Background: an optimization exercise with open tools, aiming at a short achievable clock period and few clock cycles per item. Do not read the settings as production practice.
Function was checked by simulation only, so behaviour that the tests miss may differ from the original.
Power and IR drop assume default switching activity.

==> flow/design.v <==
`timescale 1ns / 1ps
package nsbd_pkg;
	localparam int unsigned IdW  = 32;
	localparam int unsigned DegW = 32;
	typedef logic [IdW-1:0]  id_t;
	typedef logic [DegW-1:0] deg_t;
	typedef struct packed {
		id_t  id;
		deg_t degree;
	} pair_t;
	typedef struct packed {
		logic  ins;       
		logic  shl;       
		pair_t new_pair;
	} cell_ctrl_t;
endpackage
`timescale 1ns / 1ps
module nsbd_cell (
	input  logic                                  clk,
	input  logic                                  take,
	input  logic                                  left_take,
	input  logic [nsbd_pkg::IdW+nsbd_pkg::DegW-1:0] left_pair,
	input  logic [nsbd_pkg::IdW+nsbd_pkg::DegW-1:0] new_pair,
	output logic [nsbd_pkg::IdW+nsbd_pkg::DegW-1:0] pair
);
	always_ff @(posedge clk) begin
		if (take) begin
			pair <= left_take ? left_pair : new_pair;
		end
	end
endmodule
`timescale 1ns / 1ps
module neighbor_sort_by_degree #(
	parameter int unsigned MAX_ENTRIES = 32,
	parameter int unsigned GRAN        = 8,
	parameter int unsigned NGRAN       = 8
) (
	input  logic        clk,
	input  logic        arst_n,
	input  logic        nbr_valid,
	output logic        nbr_ready,
	input  logic [31:0] nbr_vertex_id,
	input  logic [31:0] nbr_degree,
	input  logic        nbr_last,
	output logic        sorted_valid,
	input  logic        sorted_ready,
	output logic [31:0] sorted_id,
	output logic [31:0] sorted_degree,
	output logic        sorted_end_of_list,
	output logic        sorted_overflow
);
	localparam int unsigned D    = MAX_ENTRIES;
	localparam int unsigned DW   = nsbd_pkg::IdW + nsbd_pkg::DegW;
	localparam int unsigned NSEG = D / GRAN;                    
	localparam int unsigned CW   = $clog2(D + 1);
	logic            ready_q;
	logic            ready_p;     
	logic            in_v_q;
	logic [31:0]     in_id_q;
	logic [31:0]     in_deg_q;
	logic            in_last_q;
	logic [CW-1:0]   in_cnt_q;    
	logic [NSEG-1:0] nd_oh;       
	logic            acc;
	logic            acc_last;
	assign acc      = nbr_valid && ready_q;
	assign acc_last = acc && nbr_last;
	always_comb begin
		nd_oh = '0;
		for (int k = 0; k < NSEG; k++) begin
			if (in_cnt_q >= CW'(D)) nd_oh[k] = (k == NSEG - 1);
			else                    nd_oh[k] = (32'(in_cnt_q) / GRAN == k);
		end
	end
	always_ff @(posedge clk) begin
		in_id_q   <= nbr_vertex_id;
		in_deg_q  <= nbr_degree;
		in_last_q <= nbr_last;
	end
	function automatic logic [2:0] cmp_half(input logic [31:0] a, input logic [31:0] b);
		cmp_half = {a[31:16] > b[31:16], a[31:16] == b[31:16], a[15:0] >= b[15:0]};
	endfunction
	logic [D*DW-1:0] s_pair;       
	logic [D-1:0]    s_val;        
	logic [D-1:0]    s_val_n;
	logic [NSEG-1:0] hd_q;         
	logic [NSEG-1:0] hd_nx;        
	logic [NSEG-1:0] ihd;          
	logic [NSEG-1:0] segv;         
	logic            s_ovf_q;      
	logic            done_q;       
	logic            done_n;
	logic            s2_v;
	logic [31:0]     s2_id;
	logic [31:0]     s2_deg;
	logic            s2_last;
	logic            ins;          
	logic [D-1:0]    en_q;         
	logic [D-1:0]    lt;           
	logic            ins_n;
	logic            copy;         
	logic [D-1:0]    c;
	logic            e;
	logic [D-1:0]    ge_n;
	for (genvar p = 0; p < NSEG; p++) begin : g_segv
		localparam int unsigned PP = (p == 0) ? NSEG - 1 : p - 1;
		assign segv[p]  = s_val[p*GRAN];
		assign hd_nx[p] = (&segv) ? hd_q[p] : (segv[PP] && !segv[p]);
	end
	assign ihd = copy ? hd_nx : hd_q;
	for (genvar i = 0; i < D; i++) begin : g_lt
		localparam int unsigned IP = (i == 0) ? D - 1 : i - 1;
		if (i % GRAN == 0) begin : g_seg_first
			assign lt[i] = en_q[IP] && !ihd[i/GRAN];
		end else begin : g_seg_rest
			assign lt[i] = en_q[IP];
		end
	end
	logic [3*D-1:0] pc_q;         
	logic           e_q;          
	logic [2:0]     pz;           
	logic [3*D-1:0] pc_n;
	assign pz = cmp_half(s2_deg, nbr_degree);
	for (genvar i = 0; i < D; i++) begin : g_pc
		localparam int unsigned IP = (i == 0) ? D - 1 : i - 1;
		logic [2:0] pb;
		logic [2:0] pl;
		assign pb = cmp_half(s_pair[i*DW +: 32], nbr_degree);
		assign pl = cmp_half(s_pair[IP*DW +: 32], nbr_degree);
		assign pc_n[3*i +: 3] = lt[i] ? pl : en_q[i] ? pz : pb;
	end
	always_ff @(posedge clk) begin
		pc_q <= pc_n;
		e_q  <= (in_deg_q >= nbr_degree);
	end
	for (genvar i = 0; i < D; i++) begin : g_cmp
		assign c[i] = s_val[i] && !done_q && (pc_q[3*i+2] || (pc_q[3*i+1] && pc_q[3*i]));
	end
	assign e = e_q;
	always_comb begin
		if (s2_v && s2_last) begin
			ge_n = '0;                
		end else begin
			for (int i = 0; i < D; i++) begin
				if (lt[i])         ge_n[i] = c[(i + D - 1) % D];
				else if (en_q[i])  ge_n[i] = e;
				else               ge_n[i] = c[i];
			end
		end
	end
	always_ff @(posedge clk) begin
		s2_id   <= in_id_q;
		s2_deg  <= in_deg_q;
		s2_last <= in_last_q;
	end
	for (genvar i = 0; i < D; i++) begin : g_cell
		localparam int unsigned IP = (i == 0) ? D - 1 : i - 1;
		nsbd_cell u_cell (
			.clk       (clk),
			.take      (en_q[i]),
			.left_take (lt[i]),
			.left_pair (s_pair[IP*DW +: DW]),
			.new_pair  ({s2_id, s2_deg}),
			.pair      (s_pair[i*DW +: DW])
		);
		assign s_val_n[i] = copy ? (en_q[i] && !lt[i])
		                         : (s_val[i] || (en_q[i] && (!lt[i] || s_val[IP])));
	end
	assign done_n = copy ? (s2_v && s2_last) : (done_q || (s2_v && s2_last));
	assign ins_n  = in_v_q && !((&s_val_n) && !done_n);
	logic [NSEG-1:0] seg_eol;
	for (genvar p = 0; p < NSEG; p++) begin : g_seol
		localparam int unsigned PN = (p == NSEG - 1) ? 0 : p + 1;
		assign seg_eol[p] = !segv[PN] || hd_q[PN];
	end
	logic [NGRAN*GRAN-1:0]   g_valv;    
	logic [NGRAN-1:0]        g_ovf;
	logic [NGRAN-1:0]        g_eol;     
	logic [NGRAN*DW-1:0]     g_head;    
	logic [NGRAN-1:0]        wp_q;
	logic [NGRAN-1:0]        rp_q;
	logic [NGRAN-1:0]        rpd_q;     
	logic [NGRAN-1:0]        wp_n;
	logic [NGRAN-1:0]        rp_n;
	logic [NGRAN-1:0]        rpd_n;
	logic                    copy_n;
	localparam int unsigned NPR = GRAN / 2;    
	logic [NGRAN-1:0]        ld_q;      
	logic [NGRAN-1:0]        sh_q;      
	logic [NGRAN*NPR-1:0]    ldp_q;     
	logic [NGRAN*NPR-1:0]    shp_q;     
	logic                    adv_q;     
	logic                    adv_n;
	logic                    rd1;       
	logic                    gfin;      
	logic                    gfin_q;
	logic [DW+1:0]           hd;        
	logic [NGRAN-1:0]        rd0_n;     
	logic [NSEG-1:0]         segv_n;
	logic                    out_v;
	logic                    out_vp;    
	logic                    skid_v;
	logic                    skid_v_n;
	logic [DW+1:0]           out_q;     
	logic [DW+1:0]           out_h;     
	logic [DW+1:0]           out_nx;
	logic [DW+1:0]           skid_q;
	for (genvar p = 0; p < NSEG; p++) begin : g_segvn
		assign segv_n[p] = s_val_n[p*GRAN];
	end
	always_comb begin
		rd1 = 1'b0;
		hd  = '0;
		for (int g = 0; g < NGRAN; g++) begin
			rd1 = rd1 | (rp_q[g] & g_valv[g*GRAN+1]);
			hd  = hd | ({(DW+2){rpd_q[g]}} & {g_eol[g] & !g_valv[g*GRAN+1], g_ovf[g], g_head[g*DW +: DW]});
		end
	end
	assign gfin = adv_q && !rd1;
	for (genvar g = 0; g < NGRAN; g++) begin : g_ptr
		localparam int unsigned GP = (g == 0) ? NGRAN - 1 : g - 1;
		assign wp_n[g]  = copy ? (ld_q[GP] && !ld_q[g]) : wp_q[g];
		assign rp_n[g]  = gfin ? rp_q[GP] : rp_q[g];
		assign rpd_n[g] = gfin ? rpd_q[GP] : rpd_q[g];
	end
	assign skid_v_n = out_v && !sorted_ready && (skid_v || adv_q);
	for (genvar g = 0; g < NGRAN; g++) begin : g_gran
		localparam int unsigned P = g % NSEG;
		logic [GRAN*DW-1:0] pair;
		logic [GRAN-1:0]    val;
		logic [GRAN-1:0]    val_n;
		logic               ovf;
		logic               eol;
		logic               win_n;    
		assign g_head[g*DW +: DW]     = pair[DW-1:0];
		assign g_valv[g*GRAN +: GRAN] = val;
		assign g_ovf[g] = ovf;
		assign g_eol[g] = eol;
		assign val_n = ld_q[g] ? s_val[P*GRAN +: GRAN] : sh_q[g] ? {1'b0, val[GRAN-1:1]} : val;
		assign rd0_n[g] = val_n[0];
		always_comb begin
			win_n = 1'b0;
			for (int o = 0; o < NSEG; o++) begin
				win_n = win_n | wp_n[(g + NGRAN - o) % NGRAN];
			end
		end
		always_ff @(posedge clk) begin
			if (ld_q[g]) begin
				ovf  <= s_ovf_q;
				eol  <= seg_eol[P];
			end
		end
		for (genvar k = 0; k < NPR; k++) begin : g_pr
			logic [2*DW-1:0] upper;    
			if (k == NPR - 1) begin : g_top
				assign upper = {{DW{1'b0}}, pair[(2*k+1)*DW +: DW]};
			end else begin : g_mid
				assign upper = pair[(2*k+1)*DW +: 2*DW];
			end
			always_ff @(posedge clk) begin
				if (ldp_q[g*NPR+k]) begin
					pair[2*k*DW +: 2*DW] <= s_pair[(P*GRAN+2*k)*DW +: 2*DW];
				end else if (shp_q[g*NPR+k]) begin
					pair[2*k*DW +: 2*DW] <= upper;
				end
			end
			always_ff @(posedge clk or negedge arst_n) begin
				if (!arst_n) begin
					ldp_q[g*NPR+k] <= 1'b0;
					shp_q[g*NPR+k] <= 1'b0;
				end else begin
					ldp_q[g*NPR+k] <= copy_n && win_n && s_val_n[P*GRAN+2*k];
					shp_q[g*NPR+k] <= val_n[0] && !skid_v_n && rp_n[g] && val_n[2*k+1];
				end
			end
		end
		always_ff @(posedge clk or negedge arst_n) begin
			if (!arst_n) begin
				val     <= '0;
				ld_q[g] <= 1'b0;
				sh_q[g] <= 1'b0;
			end else begin
				val     <= val_n;
				ld_q[g] <= copy_n && win_n && segv_n[P];
				sh_q[g] <= val_n[0] && !skid_v_n && rp_n[g];
			end
		end
	end
	assign adv_n = |(rd0_n & rp_n) && !skid_v_n;
	localparam int unsigned TT = NGRAN + NSEG + 1;
	logic [TT-1:0] tot_q;
	logic [TT-1:0] tot_f;    
	logic [TT-1:0] tot_a;    
	logic [TT-1:0] tot_n;
	logic [3:0]    lf_q;
	logic [3:0]    lf_c;
	logic [3:0]    lf_n;
	logic          fits_n;
	assign tot_f = gfin_q ? {1'b0, tot_q[TT-1:1]} : tot_q;
	always_comb begin
		tot_a = '0;
		for (int i = 0; i < TT; i++) begin
			for (int k = 0; k < NSEG; k++) begin
				if (nd_oh[k]) tot_a[i] = tot_a[i] | ((i <= k) ? 1'b1 : tot_f[i-k-1]);
			end
		end
	end
	assign tot_n  = acc_last ? tot_a : tot_f;
	assign fits_n = !tot_n[NGRAN];
	assign lf_c   = copy ? {1'b0, lf_q[3:1]} : lf_q;
	assign lf_n   = acc_last ? {lf_c[2:0], 1'b1} : lf_c;
	assign copy_n = done_n && (fits_n || lf_n[1]);
	logic          fits_p;
	assign fits_p = !((nbr_valid && ready_p && nbr_last) ? tot_a[NGRAN] : tot_f[NGRAN]);
	always_ff @(posedge clk or negedge arst_n) begin
		if (!arst_n) begin
			ready_q  <= 1'b0;
			ready_p  <= 1'b0;
			in_v_q   <= 1'b0;
			in_cnt_q <= '0;
			s2_v     <= 1'b0;
			ins      <= 1'b0;
			en_q     <= '0;
			s_val    <= '0;
			hd_q     <= NSEG'(1);
			s_ovf_q  <= 1'b0;
			done_q   <= 1'b0;
			copy     <= 1'b0;
			adv_q    <= 1'b0;
			gfin_q   <= 1'b0;
			tot_q    <= '0;
			lf_q     <= '0;
			wp_q     <= NGRAN'(1);
			rp_q     <= NGRAN'(1);
			rpd_q    <= NGRAN'(1);
		end else begin
			ready_q <= fits_n;
			ready_p <= fits_p;
			in_v_q  <= acc;
			if (acc) begin
				in_cnt_q <= nbr_last ? '0 : (in_cnt_q >= CW'(D)) ? in_cnt_q : in_cnt_q + CW'(1);
			end
			s2_v    <= in_v_q;
			ins     <= ins_n;
			en_q    <= ins_n ? ~ge_n : '0;
			s_val   <= s_val_n;
			hd_q    <= ihd;
			done_q  <= done_n;
			copy    <= copy_n;
			adv_q   <= adv_n;
			gfin_q  <= gfin;
			tot_q   <= tot_n;
			lf_q    <= lf_n;
			wp_q    <= wp_n;
			rp_q    <= rp_n;
			rpd_q   <= rpd_n;
			if (copy) begin
				s_ovf_q <= 1'b0;
			end else if (s2_v && !ins) begin
				s_ovf_q <= 1'b1;
			end
		end
	end
	always_ff @(posedge clk or negedge arst_n) begin
		if (!arst_n) begin
			out_v  <= 1'b0;
			out_vp <= 1'b0;
			skid_v <= 1'b0;
		end else begin
			out_v  <= skid_v || adv_q || (out_v && !sorted_ready);
			out_vp <= skid_v || adv_q || (out_vp && !sorted_ready);
			skid_v <= skid_v_n;
		end
	end
	assign out_nx = (!out_v || sorted_ready) ? (skid_v ? skid_q : hd) : out_h;
	always_ff @(posedge clk or negedge arst_n) begin
		if (!arst_n) begin
			out_h <= '0;
		end else begin
			out_h <= out_nx;
		end
	end
	always_ff @(posedge clk) begin
		out_q <= out_nx;
		if (out_v && !sorted_ready && adv_q) begin
			skid_q <= hd;
		end
	end
	assign nbr_ready          = ready_p;
	assign sorted_valid       = out_vp;
	assign sorted_end_of_list = out_q[DW+1];
	assign sorted_overflow    = out_q[DW];
	assign sorted_id          = out_q[DW-1:32];
	assign sorted_degree      = out_q[31:0];
endmodule
==> flow/run.sh <==
#!/bin/bash
# synth_recipe.tcl (not shown) runs the flow's synth.tcl, then flattens the netlist and writes it again
# the make line also repeats each setting of config.mk as NAME=value (left out here)
make -C /OpenROAD-flow-scripts/flow DESIGN_CONFIG=/design/flow/config.mk WORK_HOME=/design/flow/orfs CLKGATE_MAP_FILE= SYNTH_SCRIPT=/design/flow/synth_recipe.tcl finish
==> flow/config.mk <==
export PLATFORM = sky130hd
export DESIGN_NAME = neighbor_sort_by_degree
export DESIGN_NICKNAME = neighbor_sort_by_degree
export VERILOG_FILES = /design/flow/design.v
export SDC_FILE = /design/flow/constraint.sdc
export NUM_CORES = 4
export LEC_CHECK = 0
export CAP_MARGIN = 20
export CORE_MARGIN = 2
export CORE_UTILIZATION = 70
export CTS_CLUSTER_DIAMETER = 60
export CTS_CLUSTER_SIZE = 30
export SETUP_SLACK_MARGIN = 3.3
export SLEW_MARGIN = 20
export TNS_END_PERCENT = 100
==> flow/constraint.sdc <==
create_clock -name core_clock -period 6.0 [get_ports {clk}]
set_input_delay 1.2000 -clock core_clock [delete_from_list [all_inputs] [get_ports {clk}]]
set_output_delay 1.2000 -clock core_clock [all_outputs]
set_load 0.01 [all_outputs]
==> impl_metrics.toml, run 1 <==
[power]
p_int_uw = 81800
combPwrFrac_pct = 13.4
pwr-share-seq_pct = 53.1
ir_drop_uv = 404
sw_frac_of_total_pct = 28.8
powerDensity_nw_per_um2 = 340
leakagePower_uw = 0.0946
switching_power_uw = 33200
p_total_uw = 115000
clkPwrFrac_pct = 33.5

[die]
io_pins = 137
fp-row-count = 242
core_area_um2 = 435000
die_h_um = 665
dieWidth_um = 665
die-area_um2 = 443000
initial_core_util_pct = 70.4

[finish]
syn2layout_area_growth_pct = 10.4
drive_above_1_share_pct = 39.2
final_common_cell = "edfxtp_1"
fin_cells = 25070
layout_common_cells = "edfxtp_1 (6226), mux2_2 (5453), ha_1 (1060)"
nets = 20034
num-fill-cells = 24580

[global_routing]
antenna_found_initial = 81
overflow = 0
grt_pass1_wl_um = 1340000
grt_pass1_vias = 177208
grt_max_degree = 142
grt_usage_pct = 43.0

[clocking]
clk_pin_slew_worst_paths_ns = 0.10
h-tree-depth = 6
numCtsBuffers = 530
root_buffer = "clkbuf_16"
cts_hold_buf = 0
insertion_delay_ns = 1.12
cts_num_sinks = 6849
cts_tree = "yes"
cts.path.max_buffers = 4

[setup_path]
cp_cell_sequence = "buf_6"
r2r_start = "rpd_q[5]"
cpPeakStageDelay_ns = 0.45
required_ns = 4.80
critPathBufInv = 1
cp-startpoint = "out_q[25]"
crit_path_end_kind = "primary output"
critPathLaunchType = "flop"
critPathMaxFanout = 1
worstSetupPathType = "flop to primary output"
slowest_stage = "dfxtp_4"
crit_family = "flip-flops"
cp.arrival_ns = 1.68

[worst_hold_path]
hp-class = "input pin to async pin"

[timing]
worst_slew_pin_slew_ns = 1.28
rsz0062_at_grt = "true"
hold_viol = 0
period_share_pct = 48.0
fin_crit_ns = 2.88
finalSetupViolCount = 0
slew_headroom_pct = 14.9
fin_hold_ws_ns = 0.166
tns_ns = 0
fin_ws_ns = 3.12
fin_worst_skew_ns = 0.0793
slew_viol_final = 0
fmax_mhz = 347

[placement]
dp_hpwl_um = 604000
dp.cells = 23876
io_buffers = 136
gp_congestion = 0.973
pre_cts_ws_ns = 0.927

[synth]
syn_avg_cell_area_um2 = 16.4
postSynthCellCount = 18683
yosysWarnings = 2
synth_top_cell_area_share_pct = 61.0
yosysSeqAreaShare_pct = 65.7
async_reset_ff_share_pct = 4.82
synth_edf_count = 6226
ys_types = 94
synth_area_um2 = 306000
synth_top_flop_cell = "edfxtp_1"
synth-seq-cells = 6849
synthMuxAreaShare_pct = 21.1
synth_fa_ha_area_share_pct = 4.45
synth-simple-area-share_pct = 3.23
synth_top_family_by_area = "multiplexers"
synthTopCellsByArea = "edfxtp_1 (61%), mux2_2 (20%), ha_1 (4.5%)"
synth.largest_area_cell = "edfxtp_1"
syn_nets = 19842
synth-xor-area-share_pct = 0.00572
synth_compound_area_share_pct = 3.85

[route]
viasPerCell = 7.25
routedWlPerCell_um = 38.5
drc_errors = 0
routed_wl_um = 966000
first_iter_violations = 27652
first_pass_iters = 8
num_vias = 181639
final_antenna_net_count = 0

[flow_run]
maxCapViolations = 0

[status]
status = "complete, no violations"
synth_stat cells, types with 13 or more instances:
cell type	n
edfxtp_1	6226
mux2_2	5454
ha_1	1090
clkbuf_1	881
a21oi_1	553
and2_1	520
nand2_1	432
dfrtp_1	326
o21ai_0	313
dfxtp_1	293
a22oi_1	273
nand4_1	232
nor2_1	215
inv_1	211
mux2i_1	175
nand3_1	170
buf_1	138
a21o_1	133
mux2_1	129
o21a_1	87
a211oi_1	76
a31oi_1	61
o211ai_1	57
nor2b_1	53
buf_2	40
or2_2	38
o2111ai_1	34
a21oi_2	33
or3b_2	28
or3_1	25
a31o_2	23
a221oi_1	22
a22o_1	22
buf_6	21
nand2b_1	21
nor3_1	21
o22ai_1	21
or4_1	17
and4_1	14
nor4_1	13
logic make-up (layout without fill, tap and decap cells):
| logic type | after synthesis | in the layout |
|---|---|---|
| AND/OR/NAND/NOR | 1849 | 1862 |
| adder cells (fa/ha/maj) | 1090 | 1090 |
| buffers and inverters | 1311 | 1908 |
| other | 0 | 43 |
| AO/OA/AOI/OAI | 1823 | 1823 |
| multiplexers | 5759 | 5759 |
| flip-flops | 6849 | 6849 |
| XOR/XNOR | 2 | 2 |
path summary, 6_finish.rpt:
check,endpoint,slack [ns],cells past startpoint
min in group core_clock,in_deg_q[17],0.27,1
worst max register to register,out_h[10],3.16,6
worst min register to register,s2_id[31],0.30,0
max in group asynchronous,en_q[27],4.30,2
worst max-delay path,sorted_degree[25],3.12,1
worst min-delay path,out_h[0],0.17,1
power by group through the flow:
stage                     Combinational [µW]  Clock, µW  Sequential, µW
after CTS                              14500      38500           60800
after floorplan                         8630          0           59500
after global placement                 13500          0           61800
final                                  15400      38600           61000
after global routing                   16000      40200           61100
after detailed placement               13900          0           61900
sequential cells by signal (all words and copies together) (netlist names), 6 cells and up:
name                flops
en_q                   32
g_cell.u_cell.pair   2048
g_gran.eol              8
g_gran.ovf              8
g_gran.pair          4096
g_gran.val             64
in_cnt_q                6
in_deg_q               32
in_id_q                32
ldp_q                  30
out_h                  66
out_q                  66
pc_q                   96
rp_q                    8
rpd_q                   8
s2_deg                 32
s2_id                  32
s_val                  32
sh_q                    8
shp_q                  32
skid_q                 66
tot_q                  13
wp_q                    8
layout make-up:
type / instances / area, µm² / area share, %
clock inverters: 345 / 4380 / 1.30
clock buffers: 605 / 14300 / 4.22
multi-input cells: 10536 / 102000 / 30.0
diodes: 43 / 108 / 0.0318
flip-flops and latches: 6849 / 201000 / 59.6
repair buffers: 734 / 8120 / 2.40
inverters: 224 / 971 / 0.287
well taps: 5734 / 7170 / 2.12
what timing repair did:
action | in CTS | in global routing
gates resized for setup | 629 | 195
cloned | 21 | 4
pin swaps | 60 | 49
setup buffers | 129 | 47
endpoints found under the setup margin | 1804 | 518
metal layers:
| layer | vias to the layer above | global-route usage (%) | part of all wire, % |
|---|---|---|---|
| li1 | 73119 | - | - |
| met1 | 92986 | 57.8 | 36 |
| met2 | 12783 | 64.1 | 44 |
| met3 | 2697 | 11.0 | 13 |
| met4 | 54 | 25.3 | 7.3 |
| met5 | - | 0 | 0.045 |
per-stage QoR:
step | cell area (µm²) | util (%)
5_1_grt | 338000 | 77.7
3_3_place_gp | 315000 | 72.5
3_5_place_dp | 315000 | 72.5
6_report | 338000 | 77.7
2_1_floorplan | 307000 | -
4_1_cts | 337000 | 77.4
Testbench counts, summed over its fixed seeds: cycles 6,912, items 6,624.
==> run 2, diff against run 1 <==
--- a/flow/config.mk
+++ b/flow/config.mk
@@ -7,7 +7,7 @@
 export LEC_CHECK = 0
 export CAP_MARGIN = 20
 export CORE_MARGIN = 2
-export CORE_UTILIZATION = 70
+export CORE_UTILIZATION = 75
 export CTS_CLUSTER_DIAMETER = 60
 export CTS_CLUSTER_SIZE = 30
 export SETUP_SLACK_MARGIN = 3.3
==> impl_metrics.toml, run 2 <==
[route]
first_pass_iters = 10
viasPerCell = 7.49
routed_wl_um = 982000
routedWlPerCell_um = 39.6
first_iter_violations = 30947
final_antenna_net_count = 0
num_vias = 185438
drc_errors = 0

[timing]
period_share_pct = 48.0
slew_viol_final = 0
finalSetupViolCount = 0
fin_hold_ws_ns = 0.0530
worst_slew_pin_slew_ns = 1.20
tns_ns = 0
slew_headroom_pct = 20.1
fmax_mhz = 348
fin_worst_skew_ns = 0.0898
hold_viol = 0
rsz0062_at_grt = "true"
fin_crit_ns = 2.88

[power]
sw_frac_of_total_pct = 30.3
ir_drop_uv = 339
p_int_uw = 79100
clkPwrFrac_pct = 32.2
powerDensity_nw_per_um2 = 337
pwr-share-seq_pct = 54.0
leakagePower_uw = 0.0941
switching_power_uw = 34400
combPwrFrac_pct = 13.8

[synth]
synth_common_cells = "edfxtp_1 (6226), mux2_2 (5454), ha_1 (1090)"
synth_top_cell_area_share_pct = 61.0
ys_types = 94
yosysSeqAreaShare_pct = 65.7
synth_area_um2 = 306000
synth-seq-cells = 6849
syn_nets = 19842
async_reset_ff_share_pct = 4.82
synth_edf_count = 6226
syn_avg_cell_area_um2 = 16.4
yosysMostFrequentCell = "edfxtp_1"
synth.largest_area_cell = "edfxtp_1"
yosysWarnings = 2
postSynthCellCount = 18683
synthTopCellsByArea = "edfxtp_1 (61%), mux2_2 (20%), ha_1 (4.5%)"
synth_top_flop_cell = "edfxtp_1"

[die]
die_h_um = 643
io_pins = 137
core_area_um2 = 406000
initial_core_util_pct = 75.4
dieWidth_um = 643
fp-row-count = 234
die-area_um2 = 413000

[setup_path]
required_ns = 6.72
critPathMaxFanout = 37
cp-startpoint = "out_v"
crit_path_end_kind = "flop"
critPathLaunchType = "flop"
cp.arrival_ns = 3.60
r2r_start = "out_v"
worstSetupPathType = "flop to flop"

[global_routing]
grt_pass1_wl_um = 1360000
grt_pass1_vias = 180602
grt.busiest_layer = "met2"
groute.layer.met3.usage_pct = 16.0
grt_max_degree = 128
grtUsageMet1_pct = 62.6
grt_usage_pct = 46.7
met2_usage_pct = 65.9
antenna_found_initial = 65
overflow = 0

[finish]
regMostFlops = "g_gran.pair"
final_common_cell = "edfxtp_1"
reg_top3 = "g_gran.pair x4096, g_cell.u_cell.pair x2048, pc_q x96"
syn2layout_area_growth_pct = 9.98
design_area_um2 = 337000
drive_above_1_share_pct = 39.4
num-fill-cells = 19913
fin_util_pct = 82.9
largest_register_ffs = 4096
fin_cells = 24758
layout_common_cells = "edfxtp_1 (6226), mux2_2 (5453), ha_1 (1060)"
nets = 20024

[status]
status = "complete, no violations"

[clocking]
cts_tree = "yes"
cts_num_sinks = 6849
numCtsBuffers = 471
insertion_delay_ns = 1.14
cts_hold_buf = 0
h-tree-depth = 5
cts.path.max_buffers = 4
clk_pin_slew_worst_paths_ns = 0.09
root_buffer = "clkbuf_16"

[placement]
dp_hpwl_um = 600000
gp_congestion = 1.00
dp.cells = 23578
io_buffers = 136
dpl_cell_area_um2 = 315000

[worst_hold_path]
hp-class = "input pin to async pin"

[flow_run]
maxCapViolations = 0
[run 2: cell counts after synthesis]
No cell type changed its count.
[run 2: what timing repair did]
item,in CTS,in global routing
gates cloned,18,10
endpoints found under the setup margin,2254,715
gates resized for setup,672,194
buffers inserted,164,48
pin swaps,47,29
[run 2: logic make-up after synthesis]
group                      share of synthesized area [%]
muxes                                               21.1
DFF                                                 65.7
AOI/OAI and AO/OA                                   3.85
buffers and inverters                               1.69
and+or+nand+nor                                     3.23
adders and majority gates                           4.45
xor gates and xnor gates                         0.00572
[run 2: worst paths after layout]
kind / endpoint / slack (ns) / cells past startpoint
hold / removal: out_h[15] / 0.05 / 1
hold reg to reg: s2_id[9] / 0.33 / 0
setup reg to reg: skid_q[0] / 3.12 / 3
max in group asynchronous: ldp_q[10] / 4.51 / 2
setup / recovery: skid_q[0] / 3.12 / 3
min in group core_clock: in_deg_q[5] / 0.24 / 1
[run 2: critical path: stages (launching register included)]
cell      delay [ns]
dfrtp_2         0.77
nand2b_4        0.53
nor2_4          0.52
buf_8           0.51
[run 2: through the flow]
step	worst slack [ns]	power (µW)
floorplan	2.59	68100
global placement	0.668	75100
detailed placement	1.02	75700
CTS	2.94	112000
global route	3.17	115000
finish	3.12	113000
[run 2: metal layers]
| layer | wire [µm] | part of all wire, % |
|---|---|---|
| met1 | 334000 | 34 |
| met2 | 413000 | 42 |
| met3 | 156000 | 16 |
| met4 | 78600 | 8.0 |
| met5 | 518 | 0.053 |
[run 2: area by class of cell]
class | count | area, µm² | area share, %
Multi-Input combinational cell | 10538 | 101000 | 30.1
Antenna cell | 39 | 97.6 | 0.0290
Clock buffer | 493 | 12100 | 3.60
Tap cell | 5428 | 6790 | 2.02
Timing Repair Buffer | 779 | 8470 | 2.52
Inverter | 224 | 1010 | 0.301
Timing Repair inverter | 2 | 15.0 | 0.00446
Clock inverter | 406 | 5390 | 1.60
Sequential cell | 6849 | 201000 | 59.8
[run 2: power groups by stage]
stage               logic, µW  clock network (µW)  registers [µW]
CTS                     14600               36300           60900
global route            16200               38000           61200
global placement        13200                   0           61900
detailed placement      13600                   0           62000
floorplan                8630                   0           59500
finish                  15700               36500           61300
==> run 3, diff against run 2 <==
--- a/flow/design.v
+++ b/flow/design.v
@@ -184,11 +184,8 @@
 	logic [NGRAN-1:0]        rp_n;
 	logic [NGRAN-1:0]        rpd_n;
 	logic                    copy_n;
-	localparam int unsigned NPR = GRAN / 2;    
 	logic [NGRAN-1:0]        ld_q;      
 	logic [NGRAN-1:0]        sh_q;      
-	logic [NGRAN*NPR-1:0]    ldp_q;     
-	logic [NGRAN*NPR-1:0]    shp_q;     
 	logic                    adv_q;     
 	logic                    adv_n;
 	logic                    rd1;       
@@ -246,32 +243,11 @@
 		end
 		always_ff @(posedge clk) begin
 			if (ld_q[g]) begin
+				pair <= s_pair[P*GRAN*DW +: GRAN*DW];
 				ovf  <= s_ovf_q;
 				eol  <= seg_eol[P];
-			end
-		end
-		for (genvar k = 0; k < NPR; k++) begin : g_pr
-			logic [2*DW-1:0] upper;    
-			if (k == NPR - 1) begin : g_top
-				assign upper = {{DW{1'b0}}, pair[(2*k+1)*DW +: DW]};
-			end else begin : g_mid
-				assign upper = pair[(2*k+1)*DW +: 2*DW];
-			end
-			always_ff @(posedge clk) begin
-				if (ldp_q[g*NPR+k]) begin
-					pair[2*k*DW +: 2*DW] <= s_pair[(P*GRAN+2*k)*DW +: 2*DW];
-				end else if (shp_q[g*NPR+k]) begin
-					pair[2*k*DW +: 2*DW] <= upper;
-				end
-			end
-			always_ff @(posedge clk or negedge arst_n) begin
-				if (!arst_n) begin
-					ldp_q[g*NPR+k] <= 1'b0;
-					shp_q[g*NPR+k] <= 1'b0;
-				end else begin
-					ldp_q[g*NPR+k] <= copy_n && win_n && s_val_n[P*GRAN+2*k];
-					shp_q[g*NPR+k] <= val_n[0] && !skid_v_n && rp_n[g] && val_n[2*k+1];
-				end
+			end else if (sh_q[g]) begin
+				pair <= {{DW{1'b0}}, pair[GRAN*DW-1:DW]};
 			end
 		end
 		always_ff @(posedge clk or negedge arst_n) begin
--- a/flow/config.mk
+++ b/flow/config.mk
@@ -7,9 +7,7 @@
 export LEC_CHECK = 0
 export CAP_MARGIN = 20
 export CORE_MARGIN = 2
-export CORE_UTILIZATION = 75
-export CTS_CLUSTER_DIAMETER = 60
-export CTS_CLUSTER_SIZE = 30
+export CORE_UTILIZATION = 65
 export SETUP_SLACK_MARGIN = 3.3
 export SLEW_MARGIN = 20
 export TNS_END_PERCENT = 100
==> impl_metrics.toml, run 3 <==
[timing]
finalSetupViolCount = 0
slew_headroom_pct = 13.5
worst_slew_pin_slew_ns = 1.30
fin_worst_skew_ns = 0.0601
fmax_mhz = 343
tns_ns = 0
rsz0062_at_grt = "true"
slew_viol_final = 0
hold_viol = 0
period_share_pct = 48.6
fin_crit_ns = 2.92
fin_hold_ws_ns = 0.114

[global_routing]
antenna_found_initial = 74
overflow = 0
grt_pass1_wl_um = 1270000
grt_usage_pct = 37.6
grt_pass1_vias = 170607
grt_max_degree = 152

[power]
leakagePower_uw = 0.0956
ir_drop_uv = 349
powerDensity_nw_per_um2 = 284

[setup_path]
slowest_stage = "dfxtp_4"
r2r_end = "out_h[20]"
rrSetupSlack_ns = 3.20
crit_path_end_kind = "primary output"
required_ns = 4.80
crit_family = "flip-flops"
cp.arrival_ns = 1.72
cp_cell_sequence = "buf_6"
cpPeakStageDelay_ns = 0.45
critPathLaunchType = "flop"
ff2ff_path_depth = 5
r2r_start = "rpd_q[2]"
critPathMaxFanout = 1
critPathBufInv = 1
worstSetupPathType = "flop to primary output"

[flow_run]
maxCapViolations = 0

[status]
status = "complete, no violations"

[clocking]
h-tree-depth = 6
cts_num_sinks = 6793
root_buffer = "clkbuf_16"
numCtsBuffers = 685
cts_tree = "yes"
clk_pin_slew_worst_paths_ns = 0.06
cts.path.max_buffers = 4
insertion_delay_ns = 1.13

[finish]
largest_register_ffs = 4096
design_area_um2 = 340000
final_common_cell = "edfxtp_1"
regMostFlops = "g_gran.pair"
nets = 20375
layout_common_cells = "edfxtp_1 (6226), mux2_2 (5399), ha_1 (1084)"
syn2layout_area_growth_pct = 11.9
drive_above_1_share_pct = 38.1
reg_top3 = "g_gran.pair x4096, g_cell.u_cell.pair x2048, pc_q x96"

[die]
io_pins = 137
die-area_um2 = 473000
core_area_um2 = 467000
die_h_um = 688
initial_core_util_pct = 65.1
fp-row-count = 251
dieWidth_um = 688

[synth]
syn_avg_cell_area_um2 = 16.1
yosysWarnings = 2
synth_top_cell_area_share_pct = 61.5
yosysMostFrequentCell = "edfxtp_1"
synth_area_um2 = 304000
synthTopCellsByArea = "edfxtp_1 (61%), mux2_2 (20%), ha_1 (4.5%)"
synth-seq-cells = 6793
yosysSeqAreaShare_pct = 65.7
async_reset_ff_share_pct = 4.03
postSynthCellCount = 18881
synth.largest_area_cell = "edfxtp_1"
synth_top_flop_cell = "edfxtp_1"
synth_edf_count = 6226
ys_types = 80
synth_common_cells = "edfxtp_1 (6226), mux2_2 (5399), ha_1 (1090)"
syn_nets = 20040

[route]
viasPerCell = 6.76
drc_errors = 0
first_iter_violations = 22969
first_pass_iters = 10
routedWlPerCell_um = 34.8
final_antenna_net_count = 0
num_vias = 175978
routed_wl_um = 907000

[placement]
io_buffers = 136
dpl_cell_area_um2 = 313000
dp_hpwl_um = 547000
gp_congestion = 0.977

[worst_hold_path]
hp-class = "input pin to async pin"
[run 3: how the worst max path moves through the flow]
stage | startpoint | end | cells past startpoint
3_5_place_dp | nbr_degree[30] | pc_q[80] | 10
5_1_grt | out_q[31] | sorted_degree[31] | 1
4_1_cts | out_q[26] | sorted_degree[26] | 1
2_1_floorplan | ld_q[6] | g_gran[6].val[7] | 4
6_report | out_q[26] | sorted_degree[26] | 1
3_3_place_gp | nbr_degree[30] | pc_q[80] | 10
[run 3: metrics by stage]
| stage | instances | power (µW) | worst slack, ns | utilization, % |
|---|---|---|---|---|
| finish | 26032 | 96700 | 3.08 | 72.9 |
| global route | 25998 | 98800 | 3.06 | 72.9 |
| CTS | 25920 | 96700 | 3.03 | 72.6 |
| detailed placement | 24475 | 54600 | 1.06 | 67.1 |
| global placement | 24473 | 54500 | 0.981 | 67.1 |
| floorplan | 18881 | 53600 | 1.03 | - |
[run 3: worst reg2reg max path: cells and delay by family (launching register included)]
kind	cells	cell delay, ns
compound gates	2	0.99
mux	1	0.15
flops	1	0.79
simple gates	1	0.20
buf+inv	1	0.46
[run 3: layer usage]
layer / share of wire, % / GRT usage [%] / wire (µm) / vias up
met4: 6.2 / 18.8 / 56000 / 46
met5: 0.075 / 0 / 680 / -
met1: 39 / 52.4 / 355000 / 90795
met2: 44 / 55.5 / 398000 / 9140
met3: 11 / 9.28 / 96800 / 2084
li1: - / - / - / 73913
[run 3: area by class of cell]
type	count	area [µm²]
flip-flops and latches	6793	200000
well taps	6198	7750
repair inverters	2	20.0
repair buffers	762	8840
clock buffers	932	18900
inverters	196	896
fillers	29544	126000
diodes	43	108
clock inverters	330	3320
multi-input cells	10776	100000
[run 3: repair_timing]
action                                  in CTS  in global routing
setup buffers                              162                 64
pin swaps                                   44                 47
hold buffers                                 0                  0
endpoints found under the setup margin    3844               1061
cloned                                      21                  5
gates resized for setup                    736                239
[run 3: cell families (layout without fill, tap and decap cells)]
kind of cell / after synthesis / in the layout / synth area share, %
DFF: 6793 / 6793 / 65.7
muxes: 5563 / 5563 / 20.5
and+or+nand+nor: 2359 / 2363 / 3.89
AOI/OAI and AO/OA: 1756 / 1757 / 3.74
xor gates and xnor gates: 3 / 3 / 0.00864
other: 0 / 43 / 0
adders and majority gates: 1090 / 1090 / 4.49
buffers and inverters: 1317 / 2222 / 1.66
[run 3: power breakdown]
| group | internal [µW] | leakage (µW) | switching (µW) |
|---|---|---|---|
| sequential | 51200 | 0.0489 | 160 |
| clock | 24100 | 0.0108 | 18700 |
| combinational | 1060 | 0.0360 | 1420 |
Testbench counts of run 3, summed over its fixed seeds: cycles 6,912, items 6,624.

[static timing again, ports no longer ideal]
No port has a modelled driver above. Below, the same layouts with a new extraction and two added sets of constraints. Step 1, drivers: a clkbuf_16 drives clk and a buf_2 each remaining input, both assumed. Step 2 also shifts input and output timing later by t, the mid clock arrival at the registers, as if the neighbouring blocks saw the same clock. Slacks: ideal ports / drivers / drivers and shift; pairs: ideal ports / drivers.
run | shift t [ns] | slack for setup (ns) | worst hold slack (ns) | pins driven straight from the clock port
run 1 | 1.200 | 3.122 / 2.983 / 1.782 | 0.166 / 0.092 / 0.305 | 1
run 2 | 1.227 | 3.123 / 3.012 / 1.786 | 0.053 / -0.019 / 0.332 | 1
run 3 | 1.231 | 3.084 / 2.957 / 1.956 | 0.114 / 0.038 / 0.325 | 1
After both steps setup and hold are still met in every run listed. The setup slack of run 1, which loses most, moves by -0.139 ns with the drivers and by -1.340 ns with both steps.
